This is an optimization exercise on Yosys and OpenROAD, whose aim is small area and few clock cycles per item, not a production implementation. The RTL was checked by simulation tests, not by an equivalence proof against the original design.

## flow/design.v (module list and top-level ports; edited modules follow where they fit)
// module escc_sum_q: 151 lines
// module escc_sum_r: 79 lines
// module escc_sum_q4: 33 lines
// module escc_sum_days: 135 lines
// module escc_sum_sod: 79 lines
// module escc_sum_r4: 86 lines
// module escc_sum_hh: 19 lines
// module escc_sum_rs: 34 lines
// module escc_sum_tot: 197 lines
// module escc_sum_min: 41 lines
// module escc_sum_hour: 18 lines
// module escc_sum_year: 31 lines
// module escc_sum_sec: 14 lines
// module escc_sum_day: 24 lines
// module escc_dpath: 185 lines
// module epoch_seconds_calendar_converter: 57 lines
module epoch_seconds_calendar_converter (
  input  logic        clk,
  input  logic        rst_n,
  input  logic        in_valid,
  output logic        in_ready,
  input  logic        in_op,
  input  logic [31:0] in_epoch_seconds,
  input  logic [7:0]  in_year,
  input  logic [3:0]  in_month,
  input  logic [4:0]  in_day,
  input  logic [4:0]  in_hour,
  input  logic [5:0]  in_minute,
  input  logic [5:0]  in_second,
  output logic        out_valid,
  input  logic        out_ready,
  output logic [31:0] res_seconds,
  output logic [7:0]  res_year,
  output logic [3:0]  res_month,
  output logic [4:0]  res_day,
  output logic [4:0]  res_hour,
  output logic [5:0]  res_minute,
  output logic [5:0]  res_second,
  output logic [1:0]  status
);
  // ...
==> flow/flow/run.sh <==
#!/bin/bash
# The standard layout (bash standard.sh) with these changes:
#  - synthesis skips the ABC pass inside Yosys's generic synth script (SYNTH_ARGS=-noabc),
#    so the full adders that extract_fa finds keep the polarity the RTL gives them
#    (the final technology mapping by ABC still runs);
#  - the port buffers that global placement inserts are sky130_fd_sc_hd__buf_1;
#  - clock tree synthesis uses sky130_fd_sc_hd__clkbuf_8 and adds no dummy loads.
# Each step's full output goes to its own log file here; ORFS keeps its per-step logs
# under orfs/logs/.
set -euo pipefail
export BUFFER_PORTS_ARGS="-buffer_cell sky130_fd_sc_hd__buf_1"
export CTS_ARGS="-sink_clustering_enable -repair_clock_nets -buf_list sky130_fd_sc_hd__clkbuf_8 -dont_use_dummy_load"
bash standard.sh "SYNTH_ARGS=-noabc" synth > synth.log 2>&1
bash standard.sh "SYNTH_ARGS=-noabc" "BUFFER_PORTS_ARGS=$BUFFER_PORTS_ARGS" "CTS_ARGS=$CTS_ARGS" \
  finish > layout.log 2>&1
==> flow/standard.sh <==
#!/bin/bash
# synth_recipe.tcl (not shown) runs the flow's synth.tcl, then flattens the netlist and writes it again
# the make line also repeats each setting of config.mk as NAME=value (left out here)
make -C /OpenROAD-flow-scripts/flow DESIGN_CONFIG=/design/flow/config.mk WORK_HOME=/design/flow/orfs CLKGATE_MAP_FILE= SYNTH_SCRIPT=/design/flow/synth_recipe.tcl "${@:-finish}"
==> flow/config.mk <==
export PLATFORM = sky130hd
export DESIGN_NAME = epoch_seconds_calendar_converter
export DESIGN_NICKNAME = epoch_seconds_calendar_converter
export VERILOG_FILES = /design/flow/design.v
export SDC_FILE = /design/flow/constraint.sdc
export NUM_CORES = 4
export LEC_CHECK = 0
export CAP_MARGIN = 20
export CORE_MARGIN = 2
export CORE_UTILIZATION = 40
export CTS_BUF_LIST = sky130_fd_sc_hd__clkbuf_8
export SLEW_MARGIN = 20
==> flow/constraint.sdc <==
create_clock -name core_clock -period 8.0 [get_ports {clk}]
set_input_delay 1.6000 -clock core_clock [delete_from_list [all_inputs] [get_ports {clk}]]
set_output_delay 1.6000 -clock core_clock [all_outputs]
set_load 0.01 [all_outputs]
==> impl_results.html, run 1 <==
<table>
<tr><th>Metric</th><th>Value</th></tr>
<tr><th colspan="2">Placed design</th></tr>
<tr><td>Placement-stage cell area</td><td>16,300 µm²</td></tr>
<tr><td>Number of cells after detailed placement</td><td>1,893</td></tr>
<tr><td>Worst Setup Slack post-DPL</td><td>788 ps</td></tr>
<tr><th colspan="2">Status</th></tr>
<tr><td>Run status</td><td>timing/DRC/antenna clean</td></tr>
<tr><th colspan="2">Worst setup path</th></tr>
<tr><td>Path length in cells of the critical path</td><td>24</td></tr>
<tr><td>Most prevalent standard cell on the critical path</td><td>sky130_fd_sc_hd__ha_1</td></tr>
<tr><td>Cells along the critical path</td><td>nand2_1 -&gt; a221oi_1 -&gt; ha_1 -&gt; a21oi_1 -&gt; nor2b_1 -&gt; o21ai_0 -&gt; a32oi_1 -&gt; ha_1 -&gt; ha_1 -&gt; inv_1 -&gt; ha_1 -&gt; nor3_1 -&gt; o21ai_0 -&gt; o31ai_1 -&gt; fa_1 -&gt; inv_1 -&gt; ha_1 -&gt; fa_1 -&gt; fa_1 -&gt; xnor2_1 -&gt; xnor2_1 -&gt; and3_1 -&gt; nor3_1 -&gt; buf_1</td></tr>
<tr><td>Timing endpoint of the critical path</td><td>res_day[4]</td></tr>
<tr><td>Required time of the critical path</td><td>6400 ps</td></tr>
<tr><th colspan="2">Cells and area</th></tr>
<tr><td>Total area of multi-input combinational cells</td><td>11,100 µm²</td></tr>
<tr><td>Cell class ranked first by area</td><td>multi-input combinational cells</td></tr>
<tr><td>Sequential cell count</td><td>113</td></tr>
<tr><td>Non-clock inverter count</td><td>149</td></tr>
<tr><td>Clk_buf instances</td><td>17</td></tr>
<tr><td>Fraction of layout cells with a size suffix above 1</td><td>7.01%</td></tr>
<tr><td>Non-clk bufs</td><td>154</td></tr>
<tr><td>Total number of nets in the final design</td><td>1,893</td></tr>
<tr><td>Filler cells</td><td>3,574</td></tr>
<tr><td>Area grow syn2layout</td><td>9.07%</td></tr>
<tr><th colspan="2">Floorplanning</th></tr>
<tr><td>Cell Rows</td><td>71</td></tr>
<tr><th colspan="2">STA</th></tr>
<tr><td>FMAX</td><td>135 MHz</td></tr>
<tr><td>Number of failing setup endpoints in the final timing report</td><td>0</td></tr>
<tr><td>Worst clock skew on the final layout</td><td>26.9 ps</td></tr>
<tr><td>Fin crit share</td><td>92.3%</td></tr>
<tr><th colspan="2">GRT</th></tr>
<tr><td>Remaining Overflow, GRT</td><td>0</td></tr>
<tr><td>Met2 routing resource usage after global routing</td><td>29.0%</td></tr>
<tr><th colspan="2">Clocking</th></tr>
<tr><td>Cts hold-fix bufs</td><td>0</td></tr>
<tr><td>CTS tree</td><td>done</td></tr>
<tr><td>Buffer count from post-CTS setup fixing</td><td>0</td></tr>
<tr><th colspan="2">Detailed routing</th></tr>
<tr><td>Total wire length after detailed routing</td><td>30,400 µm</td></tr>
<tr><td>Total number of vias</td><td>9,259</td></tr>
<tr><td>Met2 layer wire length in the routed design</td><td>14,900 µm</td></tr>
<tr><th colspan="2">Synth</th></tr>
<tr><td>Netlist cell types</td><td>58</td></tr>
<tr><td>Synth Cell Area</td><td>15,200 µm²</td></tr>
<tr><td>Cell types occupying the most area after synthesis</td><td>sky130_fd_sc_hd__fa_1 39%, sky130_fd_sc_hd__edfxtp_1 22%, sky130_fd_sc_hd__ha_1 11%</td></tr>
<tr><td>Synth warnings</td><td>2</td></tr>
<tr><td>Share of synthesized cell area in and, or, nand and nor gates</td><td>8.43%</td></tr>
<tr><td>Cell accounting for the most synthesized area</td><td>sky130_fd_sc_hd__fa_1</td></tr>
<tr><td>Mux cell area share after synthesis</td><td>5.92%</td></tr>
</table>
Testbench counts, summed over its fixed seeds: cycles 3,224, items 3,200.
==> module escc_sum_q, before the edit <==
module escc_sum_q (
  input  logic [24:0] a,
  output logic [18:0] s
);
  wire w1 = a[7] ^ a[8] ^ a[13];
  wire w2 = (a[7] & a[8]) | (a[7] & a[13]) | (a[8] & a[13]);
  wire w3 = a[17] ^ a[19] ^ a[20];
  wire w4 = (a[17] & a[19]) | (a[17] & a[20]) | (a[19] & a[20]);
  wire w5 = a[21] ^ w1 ^ w3;
  wire w6 = (a[21] & w1) | (a[21] & w3) | (w1 & w3);
  wire w7 = a[8] ^ a[9] ^ a[14];
  wire w8 = (a[8] & a[9]) | (a[8] & a[14]) | (a[9] & a[14]);
  wire w9 = a[18] ^ a[20] ^ a[21];
  wire w10 = (a[18] & a[20]) | (a[18] & a[21]) | (a[20] & a[21]);
  wire w11 = a[22] ^ w2 ^ w4;
  wire w12 = (a[22] & w2) | (a[22] & w4) | (w2 & w4);
  wire w13 = w7 ^ w9 ^ w6;
  wire w14 = (w7 & w9) | (w7 & w6) | (w9 & w6);
  wire w15 = a[9] ^ a[10] ^ a[15];
  wire w16 = (a[9] & a[10]) | (a[9] & a[15]) | (a[10] & a[15]);
  wire w17 = a[19] ^ a[21] ^ a[22];
  wire w18 = (a[19] & a[21]) | (a[19] & a[22]) | (a[21] & a[22]);
  wire w19 = a[23] ^ w8 ^ w10;
  wire w20 = (a[23] & w8) | (a[23] & w10) | (w8 & w10);
  wire w21 = w15 ^ w17 ^ w12;
  wire w22 = (w15 & w17) | (w15 & w12) | (w17 & w12);
  wire w23 = w19 ^ w14 ^ w21;
  wire w24 = (w19 & w14) | (w19 & w21) | (w14 & w21);
  wire w25 = a[10] ^ a[11] ^ a[16];
  wire w26 = (a[10] & a[11]) | (a[10] & a[16]) | (a[11] & a[16]);
  wire w27 = a[20] ^ a[22] ^ a[23];
  wire w28 = (a[20] & a[22]) | (a[20] & a[23]) | (a[22] & a[23]);
  wire w29 = a[24] ^ w16 ^ w18;
  wire w30 = (a[24] & w16) | (a[24] & w18) | (w16 & w18);
  wire w31 = w25 ^ w27 ^ w20;
  wire w32 = (w25 & w27) | (w25 & w20) | (w27 & w20);
  wire w33 = w29 ^ w22 ^ w31;
  wire w34 = (w29 & w22) | (w29 & w31) | (w22 & w31);
  wire w35 = a[11] ^ a[12] ^ a[17];
  wire w36 = (a[11] & a[12]) | (a[11] & a[17]) | (a[12] & a[17]);
  wire w37 = a[21] ^ a[23] ^ a[24];
  wire w38 = (a[21] & a[23]) | (a[21] & a[24]) | (a[23] & a[24]);
  wire w39 = w26 ^ w28 ^ w35;
  wire w40 = (w26 & w28) | (w26 & w35) | (w28 & w35);
  wire w41 = w37 ^ w30 ^ w39;
  wire w42 = (w37 & w30) | (w37 & w39) | (w30 & w39);
  wire w43 = w32 ^ w41 ^ w34;
  wire w44 = (w32 & w41) | (w32 & w34) | (w41 & w34);
  wire w45 = a[12] ^ a[13] ^ a[18];
  wire w46 = (a[12] & a[13]) | (a[12] & a[18]) | (a[13] & a[18]);
  wire w47 = a[22] ^ a[24] ^ w36;
  wire w48 = (a[22] & a[24]) | (a[22] & w36) | (a[24] & w36);
  wire w49 = w38 ^ w45 ^ w40;
  wire w50 = (w38 & w45) | (w38 & w40) | (w45 & w40);
  wire w51 = w47 ^ w42 ^ w49;
  wire w52 = (w47 & w42) | (w47 & w49) | (w42 & w49);
  wire w53 = a[13] ^ a[14] ^ a[19];
  wire w54 = (a[13] & a[14]) | (a[13] & a[19]) | (a[14] & a[19]);
  wire w55 = a[23] ^ w46 ^ w53;
  wire w56 = (a[23] & w46) | (a[23] & w53) | (w46 & w53);
  wire w57 = w48 ^ w55 ^ w50;
  wire w58 = (w48 & w55) | (w48 & w50) | (w55 & w50);
  wire w59 = a[14] ^ a[15] ^ a[20];
  wire w60 = (a[14] & a[15]) | (a[14] & a[20]) | (a[15] & a[20]);
  wire w61 = a[24] ^ w54 ^ w59;
  wire w62 = (a[24] & w54) | (a[24] & w59) | (w54 & w59);
  wire w63 = w56 ^ w61 ^ w58;
  wire w64 = (w56 & w61) | (w56 & w58) | (w61 & w58);
  wire w65 = a[15] ^ a[16] ^ a[21];
  wire w66 = (a[15] & a[16]) | (a[15] & a[21]) | (a[16] & a[21]);
  wire w67 = w60 ^ w65 ^ w62;
  wire w68 = (w60 & w65) | (w60 & w62) | (w65 & w62);
  wire w69 = a[16] ^ a[17] ^ a[22];
  wire w70 = (a[16] & a[17]) | (a[16] & a[22]) | (a[17] & a[22]);
  wire w71 = w66 ^ w69 ^ w68;
  wire w72 = (w66 & w69) | (w66 & w68) | (w69 & w68);
  wire w73 = a[17] ^ a[18] ^ a[23];
  wire w74 = (a[17] & a[18]) | (a[17] & a[23]) | (a[18] & a[23]);
  wire w75 = w70 ^ w73 ^ w72;
  wire w76 = (w70 & w73) | (w70 & w72) | (w73 & w72);
  wire w77 = a[18] ^ a[19] ^ a[24];
  wire w78 = (a[18] & a[19]) | (a[18] & a[24]) | (a[19] & a[24]);
  wire w79 = w74 ^ w77 ^ w76;
  wire w80 = (w74 & w77) | (w74 & w76) | (w77 & w76);
  wire w81 = a[19] ^ a[20] ^ w78;
  wire w82 = (a[19] & a[20]) | (a[19] & w78) | (a[20] & w78);
  wire w83 = a[20] ^ a[21] ^ w82;
  wire w84 = (a[20] & a[21]) | (a[20] & w82) | (a[21] & w82);
  wire w85 = a[21] ^ a[22] ^ w84;
  wire w86 = (a[21] & a[22]) | (a[21] & w84) | (a[22] & w84);
  wire w87 = a[22] ^ a[23] ^ w86;
  wire w88 = (a[22] & a[23]) | (a[22] & w86) | (a[23] & w86);
  wire w89 = a[23] ^ a[24] ^ w88;
  wire w90 = (a[23] & a[24]) | (a[23] & w88) | (a[24] & w88);
  wire w91 = w11 ^ w13;
  wire w92 = w11 & w13;
  wire w93 = w23 ^ w92;
  wire w94 = w23 & w92;
  wire w95 = w24 ^ w33 ^ w94;
  wire w96 = (w24 & w33) | (w24 & w94) | (w33 & w94);
  wire w97 = w43 ^ w96;
  wire w98 = w43 & w96;
  wire w99 = w44 ^ w51 ^ w98;
  wire w100 = (w44 & w51) | (w44 & w98) | (w51 & w98);
  wire w101 = w52 ^ w57 ^ w100;
  wire w102 = (w52 & w57) | (w52 & w100) | (w57 & w100);
  wire w103 = w63 ^ w102;
  wire w104 = w63 & w102;
  wire w105 = w64 ^ w67 ^ w104;
  wire w106 = (w64 & w67) | (w64 & w104) | (w67 & w104);
  wire w107 = w71 ^ w106;
  wire w108 = w71 & w106;
  wire w109 = w80 ^ w81;
  wire w110 = w80 & w81;
  wire w111 = w83 ^ w110;
  wire w112 = w83 & w110;
  wire w113 = w85 ^ w112;
  wire w114 = w85 & w112;
  wire w115 = w87 ^ w114;
  wire w116 = w87 & w114;
  wire w117 = w89 ^ w116;
  wire w118 = w89 & w116;
  wire w119 = a[24] ^ w90 ^ w118;
  wire w120 = (a[24] & w90) | (a[24] & w118) | (w90 & w118);
  wire w121 = w75 ^ 1'b1;
  wire w122 = w75 & 1'b1;
  wire w123 = w79 ^ w122;
  wire w124 = w79 & w122;
  wire w125 = w80 ^ w81 ^ w124;
  wire w126 = (w80 & w81) | (w80 & w124) | (w81 & w124);
  wire w127 = w83 ^ w126;
  wire w128 = w83 & w126;
  wire w129 = w85 ^ w128;
  wire w130 = w85 & w128;
  wire w131 = w87 ^ w130;
  wire w132 = w87 & w130;
  wire w133 = w89 ^ w132;
  wire w134 = w89 & w132;
  wire w135 = a[24] ^ w90 ^ w134;
  wire w136 = (a[24] & w90) | (a[24] & w134) | (w90 & w134);
  wire w137 = (w121 & w108) | (w75 & ~w108);
  wire w138 = (w123 & w108) | (w79 & ~w108);
  wire w139 = (w125 & w108) | (w109 & ~w108);
  wire w140 = (w127 & w108) | (w111 & ~w108);
  wire w141 = (w129 & w108) | (w113 & ~w108);
  wire w142 = (w131 & w108) | (w115 & ~w108);
  wire w143 = (w133 & w108) | (w117 & ~w108);
  wire w144 = (w135 & w108) | (w119 & ~w108);
  wire w145 = (w136 & w108) | (w120 & ~w108);
  assign s = {w145, w144, w143, w142, w141, w140, w139, w138, w137, w107, w105, w103, w101, w99, w97, w95, w93, w91, w5};
endmodule
==> module escc_sum_days, before the edit <==
module escc_sum_days (
  input  logic [7:0] y,
  input  logic [8:0] cum,
  input  logic [4:0] dm1,
  input  logic [0:0] c0,
  input  logic [0:0] c1,
  output logic [15:0] s
);
  wire w1 = y[0] ^ y[2] ^ c0[0];
  wire w2 = (y[0] & y[2]) | (y[0] & c0[0]) | (y[2] & c0[0]);
  wire w3 = dm1[0] ^ c1[0] ^ w1;
  wire w4 = (dm1[0] & c1[0]) | (dm1[0] & w1) | (c1[0] & w1);
  wire w5 = y[1] ^ y[3] ^ dm1[1];
  wire w6 = (y[1] & y[3]) | (y[1] & dm1[1]) | (y[3] & dm1[1]);
  wire w7 = w2 ^ w4 ^ w5;
  wire w8 = (w2 & w4) | (w2 & w5) | (w4 & w5);
  wire w9 = y[2] ^ y[0] ^ y[4];
  wire w10 = (y[2] & y[0]) | (y[2] & y[4]) | (y[0] & y[4]);
  wire w11 = w9 ^ dm1[2] ^ w6;
  wire w12 = (w9 & dm1[2]) | (w9 & w6) | (dm1[2] & w6);
  wire w13 = cum[2] ^ w8 ^ w11;
  wire w14 = (cum[2] & w8) | (cum[2] & w11) | (w8 & w11);
  wire w15 = y[3] ^ y[1] ^ y[0];
  wire w16 = (y[3] & y[1]) | (y[3] & y[0]) | (y[1] & y[0]);
  wire w17 = y[5] ^ w10 ^ w15;
  wire w18 = (y[5] & w10) | (y[5] & w15) | (w10 & w15);
  wire w19 = dm1[3] ^ w17 ^ cum[3];
  wire w20 = (dm1[3] & w17) | (dm1[3] & cum[3]) | (w17 & cum[3]);
  wire w21 = w12 ^ w14 ^ w19;
  wire w22 = (w12 & w14) | (w12 & w19) | (w14 & w19);
  wire w23 = y[4] ^ y[2] ^ y[1];
  wire w24 = (y[4] & y[2]) | (y[4] & y[1]) | (y[2] & y[1]);
  wire w25 = y[6] ^ w16 ^ w23;
  wire w26 = (y[6] & w16) | (y[6] & w23) | (w16 & w23);
  wire w27 = dm1[4] ^ w18 ^ w25;
  wire w28 = (dm1[4] & w18) | (dm1[4] & w25) | (w18 & w25);
  wire w29 = w27 ^ cum[4] ^ w20;
  wire w30 = (w27 & cum[4]) | (w27 & w20) | (cum[4] & w20);
  wire w31 = y[5] ^ y[3] ^ y[2];
  wire w32 = (y[5] & y[3]) | (y[5] & y[2]) | (y[3] & y[2]);
  wire w33 = y[0] ^ y[7] ^ w24;
  wire w34 = (y[0] & y[7]) | (y[0] & w24) | (y[7] & w24);
  wire w35 = w31 ^ w26 ^ w33;
  wire w36 = (w31 & w26) | (w31 & w33) | (w26 & w33);
  wire w37 = w28 ^ w35 ^ cum[5];
  wire w38 = (w28 & w35) | (w28 & cum[5]) | (w35 & cum[5]);
  wire w39 = y[6] ^ y[4] ^ y[3];
  wire w40 = (y[6] & y[4]) | (y[6] & y[3]) | (y[4] & y[3]);
  wire w41 = y[1] ^ y[0] ^ w32;
  wire w42 = (y[1] & y[0]) | (y[1] & w32) | (y[0] & w32);
  wire w43 = w39 ^ w34 ^ w41;
  wire w44 = (w39 & w34) | (w39 & w41) | (w34 & w41);
  wire w45 = w36 ^ w43 ^ cum[6];
  wire w46 = (w36 & w43) | (w36 & cum[6]) | (w43 & cum[6]);
  wire w47 = y[7] ^ y[5] ^ y[4];
  wire w48 = (y[7] & y[5]) | (y[7] & y[4]) | (y[5] & y[4]);
  wire w49 = y[2] ^ y[1] ^ w40;
  wire w50 = (y[2] & y[1]) | (y[2] & w40) | (y[1] & w40);
  wire w51 = w47 ^ w42 ^ w49;
  wire w52 = (w47 & w42) | (w47 & w49) | (w42 & w49);
  wire w53 = w44 ^ w51 ^ cum[7];
  wire w54 = (w44 & w51) | (w44 & cum[7]) | (w51 & cum[7]);
  wire w55 = y[6] ^ y[5] ^ y[3];
  wire w56 = (y[6] & y[5]) | (y[6] & y[3]) | (y[5] & y[3]);
  wire w57 = y[2] ^ y[0] ^ w48;
  wire w58 = (y[2] & y[0]) | (y[2] & w48) | (y[0] & w48);
  wire w59 = w55 ^ w50 ^ w57;
  wire w60 = (w55 & w50) | (w55 & w57) | (w50 & w57);
  wire w61 = w52 ^ w59 ^ cum[8];
  wire w62 = (w52 & w59) | (w52 & cum[8]) | (w59 & cum[8]);
  wire w63 = y[7] ^ y[6] ^ y[4];
  wire w64 = (y[7] & y[6]) | (y[7] & y[4]) | (y[6] & y[4]);
  wire w65 = y[3] ^ y[1] ^ w56;
  wire w66 = (y[3] & y[1]) | (y[3] & w56) | (y[1] & w56);
  wire w67 = w63 ^ w58 ^ w65;
  wire w68 = (w63 & w58) | (w63 & w65) | (w58 & w65);
  wire w69 = w60 ^ w67 ^ w62;
  wire w70 = (w60 & w67) | (w60 & w62) | (w67 & w62);
  wire w71 = y[7] ^ y[5] ^ y[4];
  wire w72 = (y[7] & y[5]) | (y[7] & y[4]) | (y[5] & y[4]);
  wire w73 = y[2] ^ w64 ^ w71;
  wire w74 = (y[2] & w64) | (y[2] & w71) | (w64 & w71);
  wire w75 = w66 ^ w73 ^ w68;
  wire w76 = (w66 & w73) | (w66 & w68) | (w73 & w68);
  wire w77 = y[6] ^ y[5] ^ y[3];
  wire w78 = (y[6] & y[5]) | (y[6] & y[3]) | (y[5] & y[3]);
  wire w79 = w72 ^ w77 ^ w74;
  wire w80 = (w72 & w77) | (w72 & w74) | (w77 & w74);
  wire w81 = y[7] ^ y[6] ^ y[4];
  wire w82 = (y[7] & y[6]) | (y[7] & y[4]) | (y[6] & y[4]);
  wire w83 = w78 ^ w81 ^ w80;
  wire w84 = (w78 & w81) | (w78 & w80) | (w81 & w80);
  wire w85 = y[7] ^ y[5] ^ w82;
  wire w86 = (y[7] & y[5]) | (y[7] & w82) | (y[5] & w82);
  wire w87 = cum[0] ^ w3;
  wire w88 = cum[0] & w3;
  wire w89 = cum[1] ^ w7 ^ w88;
  wire w90 = (cum[1] & w7) | (cum[1] & w88) | (w7 & w88);
  wire w91 = w13 ^ w90;
  wire w92 = w13 & w90;
  wire w93 = w21 ^ w92;
  wire w94 = w21 & w92;
  wire w95 = w22 ^ w29 ^ w94;
  wire w96 = (w22 & w29) | (w22 & w94) | (w29 & w94);
  wire w97 = w30 ^ w37 ^ w96;
  wire w98 = (w30 & w37) | (w30 & w96) | (w37 & w96);
  wire w99 = w38 ^ w45 ^ w98;
  wire w100 = (w38 & w45) | (w38 & w98) | (w45 & w98);
  wire w101 = w46 ^ w53 ^ w100;
  wire w102 = (w46 & w53) | (w46 & w100) | (w53 & w100);
  wire w103 = w54 ^ w61 ^ w102;
  wire w104 = (w54 & w61) | (w54 & w102) | (w61 & w102);
  wire w105 = w69 ^ w104;
  wire w106 = w69 & w104;
  wire w107 = w70 ^ w75 ^ w106;
  wire w108 = (w70 & w75) | (w70 & w106) | (w75 & w106);
  wire w109 = w76 ^ w79 ^ w108;
  wire w110 = (w76 & w79) | (w76 & w108) | (w79 & w108);
  wire w111 = w83 ^ w110;
  wire w112 = w83 & w110;
  wire w113 = w84 ^ w85;
  wire w114 = w84 & w85;
  wire w115 = y[6] ^ w86 ^ w114;
  wire w116 = (y[6] & w86) | (y[6] & w114) | (w86 & w114);
  wire w117 = y[7] ^ w116;
  wire w118 = w84 ^ w85 ^ 1'b1;
  wire w119 = (w84 & w85) | (w84 & 1'b1) | (w85 & 1'b1);
  wire w120 = y[6] ^ w86 ^ w119;
  wire w121 = (y[6] & w86) | (y[6] & w119) | (w86 & w119);
  wire w122 = y[7] ^ w121;
  wire w123 = (w118 & w112) | (w113 & ~w112);
  wire w124 = (w120 & w112) | (w115 & ~w112);
  wire w125 = (w122 & w112) | (w117 & ~w112);
  assign s = {w125, w124, w123, w111, w109, w107, w105, w103, w101, w99, w97, w95, w93, w91, w89, w87};
endmodule
==> module escc_sum_tot, before the edit <==
module escc_sum_tot (
  input  logic [15:0] days,
  input  logic [16:0] sod,
  output logic [32:0] s
);
  wire w1 = days[1] ^ days[0] ^ sod[8];
  wire w2 = (days[1] & days[0]) | (days[1] & sod[8]) | (days[0] & sod[8]);
  wire w3 = days[2] ^ days[1] ^ sod[9];
  wire w4 = (days[2] & days[1]) | (days[2] & sod[9]) | (days[1] & sod[9]);
  wire w5 = days[3] ^ days[2] ^ sod[10];
  wire w6 = (days[3] & days[2]) | (days[3] & sod[10]) | (days[2] & sod[10]);
  wire w7 = days[4] ^ days[3] ^ sod[11];
  wire w8 = (days[4] & days[3]) | (days[4] & sod[11]) | (days[3] & sod[11]);
  wire w9 = days[5] ^ days[4] ^ days[0];
  wire w10 = (days[5] & days[4]) | (days[5] & days[0]) | (days[4] & days[0]);
  wire w11 = sod[12] ^ w8 ^ w9;
  wire w12 = (sod[12] & w8) | (sod[12] & w9) | (w8 & w9);
  wire w13 = days[6] ^ days[5] ^ days[1];
  wire w14 = (days[6] & days[5]) | (days[6] & days[1]) | (days[5] & days[1]);
  wire w15 = sod[13] ^ w10 ^ w13;
  wire w16 = (sod[13] & w10) | (sod[13] & w13) | (w10 & w13);
  wire w17 = days[7] ^ days[6] ^ days[2];
  wire w18 = (days[7] & days[6]) | (days[7] & days[2]) | (days[6] & days[2]);
  wire w19 = days[0] ^ sod[14] ^ w14;
  wire w20 = (days[0] & sod[14]) | (days[0] & w14) | (sod[14] & w14);
  wire w21 = w17 ^ w16 ^ w19;
  wire w22 = (w17 & w16) | (w17 & w19) | (w16 & w19);
  wire w23 = days[8] ^ days[7] ^ days[3];
  wire w24 = (days[8] & days[7]) | (days[8] & days[3]) | (days[7] & days[3]);
  wire w25 = days[1] ^ sod[15] ^ w18;
  wire w26 = (days[1] & sod[15]) | (days[1] & w18) | (sod[15] & w18);
  wire w27 = w23 ^ w20 ^ w25;
  wire w28 = (w23 & w20) | (w23 & w25) | (w20 & w25);
  wire w29 = days[9] ^ days[8] ^ days[4];
  wire w30 = (days[9] & days[8]) | (days[9] & days[4]) | (days[8] & days[4]);
  wire w31 = days[2] ^ days[0] ^ sod[16];
  wire w32 = (days[2] & days[0]) | (days[2] & sod[16]) | (days[0] & sod[16]);
  wire w33 = w24 ^ w29 ^ w31;
  wire w34 = (w24 & w29) | (w24 & w31) | (w29 & w31);
  wire w35 = w26 ^ w33 ^ w28;
  wire w36 = (w26 & w33) | (w26 & w28) | (w33 & w28);
  wire w37 = days[10] ^ days[9] ^ days[5];
  wire w38 = (days[10] & days[9]) | (days[10] & days[5]) | (days[9] & days[5]);
  wire w39 = days[3] ^ days[1] ^ w30;
  wire w40 = (days[3] & days[1]) | (days[3] & w30) | (days[1] & w30);
  wire w41 = w32 ^ w37 ^ w34;
  wire w42 = (w32 & w37) | (w32 & w34) | (w37 & w34);
  wire w43 = w39 ^ w41 ^ w36;
  wire w44 = (w39 & w41) | (w39 & w36) | (w41 & w36);
  wire w45 = days[11] ^ days[10] ^ days[6];
  wire w46 = (days[11] & days[10]) | (days[11] & days[6]) | (days[10] & days[6]);
  wire w47 = days[4] ^ days[2] ^ w38;
  wire w48 = (days[4] & days[2]) | (days[4] & w38) | (days[2] & w38);
  wire w49 = w45 ^ w40 ^ w47;
  wire w50 = (w45 & w40) | (w45 & w47) | (w40 & w47);
  wire w51 = w42 ^ w49 ^ w44;
  wire w52 = (w42 & w49) | (w42 & w44) | (w49 & w44);
  wire w53 = days[12] ^ days[11] ^ days[7];
  wire w54 = (days[12] & days[11]) | (days[12] & days[7]) | (days[11] & days[7]);
  wire w55 = days[5] ^ days[3] ^ w46;
  wire w56 = (days[5] & days[3]) | (days[5] & w46) | (days[3] & w46);
  wire w57 = w53 ^ w48 ^ w55;
  wire w58 = (w53 & w48) | (w53 & w55) | (w48 & w55);
  wire w59 = w50 ^ w57 ^ w52;
  wire w60 = (w50 & w57) | (w50 & w52) | (w57 & w52);
  wire w61 = days[13] ^ days[12] ^ days[8];
  wire w62 = (days[13] & days[12]) | (days[13] & days[8]) | (days[12] & days[8]);
  wire w63 = days[6] ^ days[4] ^ w54;
  wire w64 = (days[6] & days[4]) | (days[6] & w54) | (days[4] & w54);
  wire w65 = w61 ^ w56 ^ w63;
  wire w66 = (w61 & w56) | (w61 & w63) | (w56 & w63);
  wire w67 = w58 ^ w65 ^ w60;
  wire w68 = (w58 & w65) | (w58 & w60) | (w65 & w60);
  wire w69 = days[14] ^ days[13] ^ days[9];
  wire w70 = (days[14] & days[13]) | (days[14] & days[9]) | (days[13] & days[9]);
  wire w71 = days[7] ^ days[5] ^ w62;
  wire w72 = (days[7] & days[5]) | (days[7] & w62) | (days[5] & w62);
  wire w73 = w69 ^ w64 ^ w71;
  wire w74 = (w69 & w64) | (w69 & w71) | (w64 & w71);
  wire w75 = w66 ^ w73 ^ w68;
  wire w76 = (w66 & w73) | (w66 & w68) | (w73 & w68);
  wire w77 = days[15] ^ days[14] ^ days[10];
  wire w78 = (days[15] & days[14]) | (days[15] & days[10]) | (days[14] & days[10]);
  wire w79 = days[8] ^ days[6] ^ w70;
  wire w80 = (days[8] & days[6]) | (days[8] & w70) | (days[6] & w70);
  wire w81 = w77 ^ w72 ^ w79;
  wire w82 = (w77 & w72) | (w77 & w79) | (w72 & w79);
  wire w83 = w74 ^ w81 ^ w76;
  wire w84 = (w74 & w81) | (w74 & w76) | (w81 & w76);
  wire w85 = days[15] ^ days[11] ^ days[9];
  wire w86 = (days[15] & days[11]) | (days[15] & days[9]) | (days[11] & days[9]);
  wire w87 = days[7] ^ w78 ^ w85;
  wire w88 = (days[7] & w78) | (days[7] & w85) | (w78 & w85);
  wire w89 = w80 ^ w87 ^ w82;
  wire w90 = (w80 & w87) | (w80 & w82) | (w87 & w82);
  wire w91 = days[12] ^ days[10] ^ days[8];
  wire w92 = (days[12] & days[10]) | (days[12] & days[8]) | (days[10] & days[8]);
  wire w93 = w86 ^ w91 ^ w88;
  wire w94 = (w86 & w91) | (w86 & w88) | (w91 & w88);
  wire w95 = days[13] ^ days[11] ^ days[9];
  wire w96 = (days[13] & days[11]) | (days[13] & days[9]) | (days[11] & days[9]);
  wire w97 = w92 ^ w95 ^ w94;
  wire w98 = (w92 & w95) | (w92 & w94) | (w95 & w94);
  wire w99 = days[14] ^ days[12] ^ days[10];
  wire w100 = (days[14] & days[12]) | (days[14] & days[10]) | (days[12] & days[10]);
  wire w101 = w96 ^ w99 ^ w98;
  wire w102 = (w96 & w99) | (w96 & w98) | (w99 & w98);
  wire w103 = days[15] ^ days[13] ^ days[11];
  wire w104 = (days[15] & days[13]) | (days[15] & days[11]) | (days[13] & days[11]);
  wire w105 = w100 ^ w103 ^ w102;
  wire w106 = (w100 & w103) | (w100 & w102) | (w103 & w102);
  wire w107 = days[14] ^ days[12] ^ w104;
  wire w108 = (days[14] & days[12]) | (days[14] & w104) | (days[12] & w104);
  wire w109 = days[15] ^ days[13] ^ w108;
  wire w110 = (days[15] & days[13]) | (days[15] & w108) | (days[13] & w108);
  wire w111 = days[0] ^ sod[7];
  wire w112 = days[0] & sod[7];
  wire w113 = w1 ^ w112;
  wire w114 = w1 & w112;
  wire w115 = w2 ^ w3 ^ w114;
  wire w116 = (w2 & w3) | (w2 & w114) | (w3 & w114);
  wire w117 = w4 ^ w5 ^ w116;
  wire w118 = (w4 & w5) | (w4 & w116) | (w5 & w116);
  wire w119 = w6 ^ w7 ^ w118;
  wire w120 = (w6 & w7) | (w6 & w118) | (w7 & w118);
  wire w121 = w11 ^ w120;
  wire w122 = w11 & w120;
  wire w123 = w12 ^ w15 ^ w122;
  wire w124 = (w12 & w15) | (w12 & w122) | (w15 & w122);
  wire w125 = w21 ^ w124;
  wire w126 = w21 & w124;
  wire w127 = w22 ^ w27 ^ w126;
  wire w128 = (w22 & w27) | (w22 & w126) | (w27 & w126);
  wire w129 = w84 ^ w89;
  wire w130 = w84 & w89;
  wire w131 = w90 ^ w93 ^ w130;
  wire w132 = (w90 & w93) | (w90 & w130) | (w93 & w130);
  wire w133 = w35 ^ 1'b1;
  wire w134 = w35 & 1'b1;
  wire w135 = w43 ^ w134;
  wire w136 = w43 & w134;
  wire w137 = w51 ^ w136;
  wire w138 = w51 & w136;
  wire w139 = w59 ^ w138;
  wire w140 = w59 & w138;
  wire w141 = w67 ^ w140;
  wire w142 = w67 & w140;
  wire w143 = w75 ^ w142;
  wire w144 = w75 & w142;
  wire w145 = w83 ^ w144;
  wire w146 = w83 & w144;
  wire w147 = w84 ^ w89 ^ w146;
  wire w148 = (w84 & w89) | (w84 & w146) | (w89 & w146);
  wire w149 = w90 ^ w93 ^ w148;
  wire w150 = (w90 & w93) | (w90 & w148) | (w93 & w148);
  wire w151 = (w133 & w128) | (w35 & ~w128);
  wire w152 = (w135 & w128) | (w43 & ~w128);
  wire w153 = (w137 & w128) | (w51 & ~w128);
  wire w154 = (w139 & w128) | (w59 & ~w128);
  wire w155 = (w141 & w128) | (w67 & ~w128);
  wire w156 = (w143 & w128) | (w75 & ~w128);
  wire w157 = (w145 & w128) | (w83 & ~w128);
  wire w158 = (w147 & w128) | (w129 & ~w128);
  wire w159 = (w149 & w128) | (w131 & ~w128);
  wire w160 = w132 | (w150 & w128);
  wire w161 = w106 ^ w107;
  wire w162 = w106 & w107;
  wire w163 = w109 ^ w162;
  wire w164 = w109 & w162;
  wire w165 = days[14] ^ w110 ^ w164;
  wire w166 = (days[14] & w110) | (days[14] & w164) | (w110 & w164);
  wire w167 = days[15] ^ w166;
  wire w168 = days[15] & w166;
  wire w169 = w97 ^ 1'b1;
  wire w170 = w97 & 1'b1;
  wire w171 = w101 ^ w170;
  wire w172 = w101 & w170;
  wire w173 = w105 ^ w172;
  wire w174 = w105 & w172;
  wire w175 = w106 ^ w107 ^ w174;
  wire w176 = (w106 & w107) | (w106 & w174) | (w107 & w174);
  wire w177 = w109 ^ w176;
  wire w178 = w109 & w176;
  wire w179 = days[14] ^ w110 ^ w178;
  wire w180 = (days[14] & w110) | (days[14] & w178) | (w110 & w178);
  wire w181 = days[15] ^ w180;
  wire w182 = days[15] & w180;
  wire w183 = (w169 & w160) | (w97 & ~w160);
  wire w184 = (w171 & w160) | (w101 & ~w160);
  wire w185 = (w173 & w160) | (w105 & ~w160);
  wire w186 = (w175 & w160) | (w161 & ~w160);
  wire w187 = (w177 & w160) | (w163 & ~w160);
  wire w188 = (w179 & w160) | (w165 & ~w160);
  wire w189 = (w181 & w160) | (w167 & ~w160);
  wire w190 = (w182 & w160) | (w168 & ~w160);
  assign s = {w190, w189, w188, w187, w186, w185, w184, w183, w159, w158, w157, w156, w155, w154, w153, w152, w151, w127, w125, w123, w121, w119, w117, w115, w113, w111, sod[6], sod[5], sod[4], sod[3], sod[2], sod[1], sod[0]};
endmodule
==> run 2: changes to the inputs <==
--- a/flow/design.v
+++ b/flow/design.v
@@ -155,30 +155,21 @@
   wire w119 = a[24] ^ w90 ^ w118;
   wire w120 = (a[24] & w90) | (a[24] & w118) | (w90 & w118);
-  wire w121 = w75 ^ 1'b1;
-  wire w122 = w75 & 1'b1;
-  wire w123 = w79 ^ w122;
-  wire w124 = w79 & w122;
-  wire w125 = w80 ^ w81 ^ w124;
-  wire w126 = (w80 & w81) | (w80 & w124) | (w81 & w124);
-  wire w127 = w83 ^ w126;
-  wire w128 = w83 & w126;
-  wire w129 = w85 ^ w128;
-  wire w130 = w85 & w128;
-  wire w131 = w87 ^ w130;
-  wire w132 = w87 & w130;
-  wire w133 = w89 ^ w132;
-  wire w134 = w89 & w132;
-  wire w135 = a[24] ^ w90 ^ w134;
-  wire w136 = (a[24] & w90) | (a[24] & w134) | (w90 & w134);
-  wire w137 = (w121 & w108) | (w75 & ~w108);
-  wire w138 = (w123 & w108) | (w79 & ~w108);
-  wire w139 = (w125 & w108) | (w109 & ~w108);
-  wire w140 = (w127 & w108) | (w111 & ~w108);
-  wire w141 = (w129 & w108) | (w113 & ~w108);
-  wire w142 = (w131 & w108) | (w115 & ~w108);
-  wire w143 = (w133 & w108) | (w117 & ~w108);
-  wire w144 = (w135 & w108) | (w119 & ~w108);
-  wire w145 = (w136 & w108) | (w120 & ~w108);
-  assign s = {w145, w144, w143, w142, w141, w140, w139, w138, w137, w107, w105, w103, w101, w99, w97, w95, w93, w91, w5};
+  wire w121 = w75 ^ w108;
+  wire w122 = w79 ^ (w108 & w75);
+  wire w123 = w75 & w79;
+  wire w124 = w109 ^ (w108 & w123);
+  wire w125 = w123 & w109;
+  wire w126 = w111 ^ (w108 & w125);
+  wire w127 = w125 & w111;
+  wire w128 = w113 ^ (w108 & w127);
+  wire w129 = w127 & w113;
+  wire w130 = w115 ^ (w108 & w129);
+  wire w131 = w129 & w115;
+  wire w132 = w117 ^ (w108 & w131);
+  wire w133 = w131 & w117;
+  wire w134 = w119 ^ (w108 & w133);
+  wire w135 = w133 & w119;
+  wire w136 = w120 ^ (w108 & w135);
+  assign s = {w136, w134, w132, w130, w128, w126, w124, w122, w121, w107, w105, w103, w101, w99, w97, w95, w93, w91, w5};
 endmodule
 module escc_sum_r (
@@ -419,13 +410,9 @@
   wire w116 = (y[6] & w86) | (y[6] & w114) | (w86 & w114);
   wire w117 = y[7] ^ w116;
-  wire w118 = w84 ^ w85 ^ 1'b1;
-  wire w119 = (w84 & w85) | (w84 & 1'b1) | (w85 & 1'b1);
-  wire w120 = y[6] ^ w86 ^ w119;
-  wire w121 = (y[6] & w86) | (y[6] & w119) | (w86 & w119);
-  wire w122 = y[7] ^ w121;
-  wire w123 = (w118 & w112) | (w113 & ~w112);
-  wire w124 = (w120 & w112) | (w115 & ~w112);
-  wire w125 = (w122 & w112) | (w117 & ~w112);
-  assign s = {w125, w124, w123, w111, w109, w107, w105, w103, w101, w99, w97, w95, w93, w91, w89, w87};
+  wire w118 = w113 ^ w112;
+  wire w119 = w115 ^ (w112 & w113);
+  wire w120 = w113 & w115;
+  wire w121 = w117 ^ (w112 & w120);
+  assign s = {w121, w119, w118, w111, w109, w107, w105, w103, w101, w99, w97, w95, w93, w91, w89, w87};
 endmodule
 module escc_sum_sod (
@@ -784,63 +771,45 @@
   wire w131 = w90 ^ w93 ^ w130;
   wire w132 = (w90 & w93) | (w90 & w130) | (w93 & w130);
-  wire w133 = w35 ^ 1'b1;
-  wire w134 = w35 & 1'b1;
-  wire w135 = w43 ^ w134;
-  wire w136 = w43 & w134;
-  wire w137 = w51 ^ w136;
-  wire w138 = w51 & w136;
-  wire w139 = w59 ^ w138;
-  wire w140 = w59 & w138;
-  wire w141 = w67 ^ w140;
-  wire w142 = w67 & w140;
-  wire w143 = w75 ^ w142;
-  wire w144 = w75 & w142;
-  wire w145 = w83 ^ w144;
-  wire w146 = w83 & w144;
-  wire w147 = w84 ^ w89 ^ w146;
-  wire w148 = (w84 & w89) | (w84 & w146) | (w89 & w146);
-  wire w149 = w90 ^ w93 ^ w148;
-  wire w150 = (w90 & w93) | (w90 & w148) | (w93 & w148);
-  wire w151 = (w133 & w128) | (w35 & ~w128);
-  wire w152 = (w135 & w128) | (w43 & ~w128);
-  wire w153 = (w137 & w128) | (w51 & ~w128);
-  wire w154 = (w139 & w128) | (w59 & ~w128);
-  wire w155 = (w141 & w128) | (w67 & ~w128);
-  wire w156 = (w143 & w128) | (w75 & ~w128);
-  wire w157 = (w145 & w128) | (w83 & ~w128);
-  wire w158 = (w147 & w128) | (w129 & ~w128);
-  wire w159 = (w149 & w128) | (w131 & ~w128);
-  wire w160 = w132 | (w150 & w128);
-  wire w161 = w106 ^ w107;
-  wire w162 = w106 & w107;
-  wire w163 = w109 ^ w162;
-  wire w164 = w109 & w162;
-  wire w165 = days[14] ^ w110 ^ w164;
-  wire w166 = (days[14] & w110) | (days[14] & w164) | (w110 & w164);
-  wire w167 = days[15] ^ w166;
-  wire w168 = days[15] & w166;
-  wire w169 = w97 ^ 1'b1;
-  wire w170 = w97 & 1'b1;
-  wire w171 = w101 ^ w170;
-  wire w172 = w101 & w170;
-  wire w173 = w105 ^ w172;
-  wire w174 = w105 & w172;
-  wire w175 = w106 ^ w107 ^ w174;
-  wire w176 = (w106 & w107) | (w106 & w174) | (w107 & w174);
-  wire w177 = w109 ^ w176;
-  wire w178 = w109 & w176;
-  wire w179 = days[14] ^ w110 ^ w178;
-  wire w180 = (days[14] & w110) | (days[14] & w178) | (w110 & w178);
-  wire w181 = days[15] ^ w180;
-  wire w182 = days[15] & w180;
-  wire w183 = (w169 & w160) | (w97 & ~w160);
-  wire w184 = (w171 & w160) | (w101 & ~w160);
-  wire w185 = (w173 & w160) | (w105 & ~w160);
-  wire w186 = (w175 & w160) | (w161 & ~w160);
-  wire w187 = (w177 & w160) | (w163 & ~w160);
-  wire w188 = (w179 & w160) | (w165 & ~w160);
-  wire w189 = (w181 & w160) | (w167 & ~w160);
-  wire w190 = (w182 & w160) | (w168 & ~w160);
-  assign s = {w190, w189, w188, w187, w186, w185, w184, w183, w159, w158, w157, w156, w155, w154, w153, w152, w151, w127, w125, w123, w121, w119, w117, w115, w113, w111, sod[6], sod[5], sod[4], sod[3], sod[2], sod[1], sod[0]};
+  wire w133 = w35 ^ w128;
+  wire w134 = w43 ^ (w128 & w35);
+  wire w135 = w35 & w43;
+  wire w136 = w51 ^ (w128 & w135);
+  wire w137 = w135 & w51;
+  wire w138 = w59 ^ (w128 & w137);
+  wire w139 = w137 & w59;
+  wire w140 = w67 ^ (w128 & w139);
+  wire w141 = w139 & w67;
+  wire w142 = w75 ^ (w128 & w141);
+  wire w143 = w141 & w75;
+  wire w144 = w83 ^ (w128 & w143);
+  wire w145 = w143 & w83;
+  wire w146 = w129 ^ (w128 & w145);
+  wire w147 = w145 & w129;
+  wire w148 = w131 ^ (w128 & w147);
+  wire w149 = w147 & w131;
+  wire w150 = w132 | (w128 & w149);
+  wire w151 = w106 ^ w107;
+  wire w152 = w106 & w107;
+  wire w153 = w109 ^ w152;
+  wire w154 = w109 & w152;
+  wire w155 = days[14] ^ w110 ^ w154;
+  wire w156 = (days[14] & w110) | (days[14] & w154) | (w110 & w154);
+  wire w157 = days[15] ^ w156;
+  wire w158 = days[15] & w156;
+  wire w159 = w97 ^ w150;
+  wire w160 = w101 ^ (w150 & w97);
+  wire w161 = w97 & w101;
+  wire w162 = w105 ^ (w150 & w161);
+  wire w163 = w161 & w105;
+  wire w164 = w151 ^ (w150 & w163);
+  wire w165 = w163 & w151;
+  wire w166 = w153 ^ (w150 & w165);
+  wire w167 = w165 & w153;
+  wire w168 = w155 ^ (w150 & w167);
+  wire w169 = w167 & w155;
+  wire w170 = w157 ^ (w150 & w169);
+  wire w171 = w169 & w157;
+  wire w172 = w158 ^ (w150 & w171);
+  assign s = {w172, w170, w168, w166, w164, w162, w160, w159, w148, w146, w144, w142, w140, w138, w136, w134, w133, w127, w125, w123, w121, w119, w117, w115, w113, w111, sod[6], sod[5], sod[4], sod[3], sod[2], sod[1], sod[0]};
 endmodule
 module escc_sum_min (
==> flow/flow/run.sh (replaced) <==
#!/bin/bash
# The standard layout (bash standard.sh) with these changes:
#  - synthesis skips the ABC pass inside Yosys's generic synth script (SYNTH_ARGS=-noabc),
#    so the full adders that extract_fa finds keep the polarity the RTL gives them
#    (the final technology mapping by ABC still runs);
#  - the port buffers that global placement inserts are sky130_fd_sc_hd__buf_1;
#  - clock tree synthesis uses sky130_fd_sc_hd__clkbuf_4 and adds no dummy loads.
# Each step's full output goes to its own log file here; ORFS keeps its per-step logs
# under orfs/logs/.
set -euo pipefail
export BUFFER_PORTS_ARGS="-buffer_cell sky130_fd_sc_hd__buf_1"
export CTS_ARGS="-sink_clustering_enable -repair_clock_nets -buf_list sky130_fd_sc_hd__clkbuf_4 -dont_use_dummy_load"
bash standard.sh "SYNTH_ARGS=-noabc" synth > synth.log 2>&1
bash standard.sh "SYNTH_ARGS=-noabc" "BUFFER_PORTS_ARGS=$BUFFER_PORTS_ARGS" "CTS_ARGS=$CTS_ARGS" \
  finish > layout.log 2>&1
--- a/flow/config.mk
+++ b/flow/config.mk
@@ -9,4 +9,4 @@
 export CORE_MARGIN = 2
 export CORE_UTILIZATION = 40
-export CTS_BUF_LIST = sky130_fd_sc_hd__clkbuf_8
+export CTS_BUF_LIST = sky130_fd_sc_hd__clkbuf_4
 export SLEW_MARGIN = 20
==> run 2 against run 1 <==
Effect of this change:
- still clean
- flip-flop and latch count did not move
- count of clock-buffer cells in the layout did not move
- synthesized area decreased by 2.1%
- sequential share of layout area rose by 0.58 points
- global-route usage is 0.17 points lower
- critical path depth fell by 1
- critical endpoint unchanged
- largest cell class unchanged
==> impl_results.html, run 2 <==
<table>
<tr><th>Metric</th><th>Value</th></tr>
<tr><th colspan="2">Synth</th></tr>
<tr><td>Most frequently used flop master after synthesis</td><td>sky130_fd_sc_hd__edfxtp_1 (unchanged)</td></tr>
<tr><td>Count of flip-flops with a built-in enable after synthesis</td><td>110 (unchanged)</td></tr>
<tr><td>Flip-flop and latch count after synthesis</td><td>113 (unchanged)</td></tr>
<tr><td>Most frequently used cell type in the post-synthesis netlist</td><td>sky130_fd_sc_hd__fa_1 (unchanged)</td></tr>
<tr><td>Yosys top cell area share</td><td>38.4% (was 38.6%)</td></tr>
<tr><td>Netlist cell types</td><td>66 (was 58)</td></tr>
<tr><td>Synth Instances</td><td>1,247 (was 1,264)</td></tr>
<tr><td>Post-Synthesis Net Count</td><td>1,716 (was 1,756)</td></tr>
<tr><td>Async S/R FF share, synth</td><td>0% (unchanged)</td></tr>
<tr><td>Sequential fraction of the synthesis area</td><td>22.6% (was 22.2%)</td></tr>
<tr><td>Synth warnings</td><td>2 (unchanged)</td></tr>
<tr><td>Mean area per synthesized cell</td><td>11.9 µm² (was 12.0 µm²)</td></tr>
<tr><td>Synth Cell Area</td><td>14,800 µm² (was 15,200 µm²)</td></tr>
<tr><td>Cell accounting for the most synthesized area</td><td>sky130_fd_sc_hd__fa_1 (unchanged)</td></tr>
<tr><td>Cell types occupying the most area after synthesis</td><td>sky130_fd_sc_hd__fa_1 38%, sky130_fd_sc_hd__edfxtp_1 22%, sky130_fd_sc_hd__ha_1 9.5% (was sky130_fd_sc_hd__fa_1 39%, sky130_fd_sc_hd__edfxtp_1 22%, sky130_fd_sc_hd__ha_1 11%)</td></tr>
<tr><td>Most used standard cells in the synthesized netlist</td><td>285 x sky130_fd_sc_hd__fa_1, 144 x sky130_fd_sc_hd__inv_1, 113 x sky130_fd_sc_hd__ha_1 (was 292 x sky130_fd_sc_hd__fa_1, 149 x sky130_fd_sc_hd__inv_1, 129 x sky130_fd_sc_hd__ha_1)</td></tr>
<tr><th colspan="2">Detailed routing</th></tr>
<tr><td>Number of nets with antenna violations after detailed routing</td><td>0 (unchanged)</td></tr>
<tr><td>Total number of vias</td><td>9,223 (was 9,259)</td></tr>
<tr><td>Remaining design rule violation count</td><td>0 (unchanged)</td></tr>
<tr><td>Iteration-0 DRC count of the detailed router</td><td>351 (was 399)</td></tr>
<tr><td>Average detailed-routed wire length per instance</td><td>16.1 µm (was 15.9 µm)</td></tr>
<tr><td>Total wire length after detailed routing</td><td>29,900 µm (was 30,400 µm)</td></tr>
<tr><td>Vias per inst</td><td>4.97 (was 4.85)</td></tr>
<tr><td>Length of the first detailed-routing pass in iterations</td><td>4 (was 5)</td></tr>
<tr><th colspan="2">Floorplanning</th></tr>
<tr><td>Placeable core region</td><td>36,600 µm² (was 37,500 µm²)</td></tr>
<tr><td>Floorplan die width</td><td>197 µm (was 199 µm)</td></tr>
<tr><td>Cell Rows</td><td>70 (was 71)</td></tr>
<tr><td>Effective utilization at floorplan</td><td>40.6% (was 40.4%)</td></tr>
<tr><td>DIE AREA</td><td>38,700 µm² (was 39,500 µm²)</td></tr>
<tr><td>Floorplan die height</td><td>197 µm (was 199 µm)</td></tr>
<tr><td>IO Pins</td><td>141 (unchanged)</td></tr>
<tr><th colspan="2">Placed design</th></tr>
<tr><td>Number of cells after detailed placement</td><td>1,835 (was 1,893)</td></tr>
<tr><td>Global placer's final weighted congestion</td><td>0.896 (was 0.847)</td></tr>
<tr><td>Total half-perimeter wirelength after legalization and detailed placement</td><td>24,900 µm (was 25,400 µm)</td></tr>
<tr><td>Number of buffers inserted by port buffering</td><td>140 (unchanged)</td></tr>
<tr><th colspan="2">GRT</th></tr>
<tr><td>Via count of the first global-routing pass</td><td>9,967 (was 10,100)</td></tr>
<tr><td>Wire length of the first global-routing pass</td><td>50,500 µm (was 51,700 µm)</td></tr>
<tr><td>Remaining Overflow, GRT</td><td>0 (unchanged)</td></tr>
<tr><td>Maximum number of pins on one net before global-route repair</td><td>74 (was 75)</td></tr>
<tr><td>Number of antenna violations at the first check in global routing</td><td>2 (was 1)</td></tr>
<tr><td>Overall Global Routing Usage</td><td>16.6% (was 16.7%)</td></tr>
<tr><th colspan="2">Clocking</th></tr>
<tr><td>Root buffer cell</td><td>sky130_fd_sc_hd__clkbuf_4 (was sky130_fd_sc_hd__clkbuf_8)</td></tr>
<tr><td>H-Tree Level Count</td><td>4 (unchanged)</td></tr>
<tr><td>Clock Path Buffers</td><td>2 (unchanged)</td></tr>
<tr><td>Clock buffers created by TritonCTS</td><td>17 (unchanged)</td></tr>
<tr><td>Number of clock sinks</td><td>113 (unchanged)</td></tr>
<tr><td>CTS tree</td><td>done (unchanged)</td></tr>
<tr><td>Clock-pin transition on the worst setup and hold timing paths</td><td>100 ps (was 70 ps)</td></tr>
<tr><td>Clock latency of the later-clocked register in the worst-skew pair</td><td>560 ps (was 440 ps)</td></tr>
<tr><td>CTS-repair resized insts</td><td>0 (unchanged)</td></tr>
<tr><th colspan="2">Cells and area</th></tr>
<tr><td>Register cell area after layout</td><td>3360 µm² (unchanged)</td></tr>
<tr><td>Max reg flops</td><td>37 (unchanged)</td></tr>
<tr><td>Top Registers</td><td>u_dp.r2: 37 flops, u_dp.r3: 35 flops, u_dp.r1: 34 flops (unchanged)</td></tr>
<tr><td>Total area of multi-input combinational cells</td><td>10,800 µm² (was 11,100 µm²)</td></tr>
<tr><td>Number of standard cells in the layout, taps in and fillers out</td><td>1,856 (was 1,911)</td></tr>
<tr><td>Filler cells</td><td>3,482 (was 3,574)</td></tr>
<tr><td>Commonest non-fill, non-tap cells in the layout</td><td>285 x sky130_fd_sc_hd__fa_1, 144 x sky130_fd_sc_hd__inv_1, 139 x sky130_fd_sc_hd__buf_1 (was 292 x sky130_fd_sc_hd__fa_1, 149 x sky130_fd_sc_hd__inv_1, 139 x sky130_fd_sc_hd__buf_1)</td></tr>
<tr><td>Area grow syn2layout</td><td>8.28% (was 9.07%)</td></tr>
<tr><td>Most common cell after layout, fill and taps aside</td><td>sky130_fd_sc_hd__fa_1 (unchanged)</td></tr>
<tr><td>Fraction of layout cells with a size suffix above 1</td><td>6.57% (was 7.01%)</td></tr>
<tr><td>Most flop-heavy register</td><td>u_dp.r2 (unchanged)</td></tr>
<tr><td>Total number of nets in the final design</td><td>1,857 (was 1,893)</td></tr>
<tr><th colspan="2">Worst setup path</th></tr>
<tr><td>Data arrival time of the critical path</td><td>5840 ps (was 5790 ps)</td></tr>
<tr><td>Most prevalent standard cell on the critical path</td><td>sky130_fd_sc_hd__ha_1 (unchanged)</td></tr>
<tr><td>Nature of the critical path startpoint</td><td>register (unchanged)</td></tr>
<tr><td>Largest fanout on the critical path</td><td>9 (was 11)</td></tr>
<tr><td>Cells along the critical path</td><td>xor2_1 -&gt; a21oi_1 -&gt; o21ai_0 -&gt; ha_1 -&gt; nand4_1 -&gt; a21oi_1 -&gt; nor2_1 -&gt; a32oi_1 -&gt; ha_1 -&gt; ha_1 -&gt; xor2_1 -&gt; o21ai_0 -&gt; a21oi_1 -&gt; o221ai_1 -&gt; fa_1 -&gt; ha_1 -&gt; fa_1 -&gt; fa_1 -&gt; xnor2_1 -&gt; xnor2_1 -&gt; xnor2_1 -&gt; nor2_1 -&gt; buf_1 (was nand2_1 -&gt; a221oi_1 -&gt; ha_1 -&gt; a21oi_1 -&gt; nor2b_1 -&gt; o21ai_0 -&gt; a32oi_1 -&gt; ha_1 -&gt; ha_1 -&gt; inv_1 -&gt; ha_1 -&gt; nor3_1 -&gt; o21ai_0 -&gt; o31ai_1 -&gt; fa_1 -&gt; inv_1 -&gt; ha_1 -&gt; fa_1 -&gt; fa_1 -&gt; xnor2_1 -&gt; xnor2_1 -&gt; and3_1 -&gt; nor3_1 -&gt; buf_1)</td></tr>
<tr><td>Endpoint type of the worst setup path</td><td>primary output (unchanged)</td></tr>
<tr><td>Required time of the critical path</td><td>6400 ps (about the same)</td></tr>
<tr><td>Setup Crit Path Kind</td><td>reg2out (unchanged)</td></tr>
<tr><td>Cell with the biggest individual delay on the critical path</td><td>sky130_fd_sc_hd__edfxtp_1 (unchanged)</td></tr>
<tr><td>Stage delay of the slowest cell on the critical path</td><td>540 ps (was 550 ps)</td></tr>
<tr><th colspan="2">STA</th></tr>
<tr><td>Transition time of the tightest slew-check pin</td><td>1000 ps (was 954 ps)</td></tr>
<tr><td>Final hold violation count</td><td>0 (unchanged)</td></tr>
<tr><td>Fin crit share</td><td>93.0% (was 92.3%)</td></tr>
<tr><td>Post-layout min period</td><td>7440 ps (was 7390 ps)</td></tr>
<tr><td>Max Transition Viols Final</td><td>0 (unchanged)</td></tr>
<tr><td>Number of failing setup endpoints in the final timing report</td><td>0 (unchanged)</td></tr>
<tr><td>Worst clock skew on the final layout</td><td>51.5 ps (was 26.9 ps)</td></tr>
<tr><td>Setup total negative slack</td><td>0 ps (unchanged)</td></tr>
<tr><td>FMAX</td><td>134 MHz (was 135 MHz)</td></tr>
<tr><td>Tightest slew margin relative to the limit</td><td>33.3% (was 36.4%)</td></tr>
<tr><td>Setup repair after global routing missed its margin</td><td>false (unchanged)</td></tr>
<tr><th colspan="2">Run</th></tr>
<tr><td>Max-cap violations</td><td>0 (unchanged)</td></tr>
<tr><th colspan="2">Worst hold path</th></tr>
<tr><td>HP Class</td><td>reg2reg (unchanged)</td></tr>
<tr><th colspan="2">Status</th></tr>
<tr><td>Run status</td><td>timing/DRC/antenna clean (unchanged)</td></tr>
</table>
[run 2: path summary, 6_finish.rpt]
kind / from / end / slack, ps / depth (start not counted)
worst max-delay path: u_dp.r3[22]$_DFFE_PP_ / res_day[4] / 560 / 23
worst min register to register: valid_r[1]$_SDFFE_PN0P_ / valid_r[2]$_SDFFE_PN0P_ / 470 / 2
worst max register to register: u_dp.r2[0]$_DFFE_PP_ / u_dp.r3[25]$_DFFE_PP_ / 660 / 28
worst min-delay path: valid_r[1]$_SDFFE_PN0P_ / valid_r[2]$_SDFFE_PN0P_ / 470 / 2
[run 2: worst max-delay path: cells and delay by family (launching register included)]
family	cells	cell delay, ps
compound gates	7	1050
buf+inv	1	140
xor+xnor	5	1210
flops	1	540
simple gates	3	220
fa+ha+maj	7	2140
[run 2: kinds of logic (layout without fill, tap and decap cells)]
kind of cell	after synthesis	in the layout	share of synthesized area, %
adder cells (fa/ha/maj)	399	399	48.0
AND/OR/NAND/NOR	272	272	9.23
buffers and inverters	177	316	4.53
AO/OA/AOI/OAI	147	147	6.27
flip-flops	113	113	22.6
XOR/XNOR	86	86	5.36
multiplexers	53	53	3.94
other	0	2	0
[run 2: area by class of cell]
| cell class | instances | area share, % |
|---|---|---|
| inverter | 145 | 3.39 |
| tap | 468 | 3.64 |
| sequential | 113 | 20.9 |
| antenna | 2 | 0.0311 |
| multi-input combinational | 957 | 67.3 |
| clock buffer | 17 | 0.794 |
| timing repair buffer | 154 | 3.93 |
[run 2: per-layer routing]
| metal | track usage [%] | vias up | share of wire (%) |
|---|---|---|---|
| li1 | - | 4404 | - |
| met1 | 22.1 | 4605 | 47 |
| met2 | 29.0 | 200 | 49 |
| met3 | 2.40 | 14 | 3.2 |
| met4 | 3.09 | 0 | 0.81 |
| met5 | 0 | - | 0 |
[run 2: through the flow]
| stage | worst slack (ps) | instance area, µm² | hold slack (ps) | util, % |
|---|---|---|---|---|
| after CTS | 455 | 16100 | 481 | 43.9 |
| after floorplan | 908 | 14800 | 434 | - |
| after global placement | 730 | 15900 | 450 | 43.5 |
| final | 559 | 16100 | 473 | 43.9 |
| after global routing | 0.0493 | 16100 | 521 | 43.9 |
| after detailed placement | 659 | 15900 | 455 | 43.5 |
[run 2: what timing repair did]
| item | CTS | global route |
|---|---|---|
| setup endpoints to repair | 0 | 1 |
| hold buffers | 0 | 0 |
| setup buffers | 0 | 2 |
Testbench counts of run 2, summed over its fixed seeds: cycles 3,224, items 3,200.

afterwards: timing with drivers on the ports:
The results above use ideal ports. As a check the final layouts listed here were re-extracted and re-timed, cells and wires unchanged. Step 1 sets driving cells, clkbuf_16 on the clock port and buf_2 on the other inputs (assumed; they add their load-dependent delay and slew). Step 2, shift: input delay + t, output delay - t, t = (earliest + latest rising clock arrival at the registers) / 2. This alone moves slack from input paths to output paths. Slacks: ideal / step 1 / step 2; pairs: ideal / step 1.
run | shift t [ns] | setup slack, ns | hold slack, ns
run 1 | 0.470 | 0.613 / 0.572 / 0.801 | 0.459 / 0.459 / 0.459
run 2 | 0.576 | 0.559 / 0.513 / 0.656 | 0.473 / 0.473 / 0.473
After both steps setup and hold are still met in every run listed.
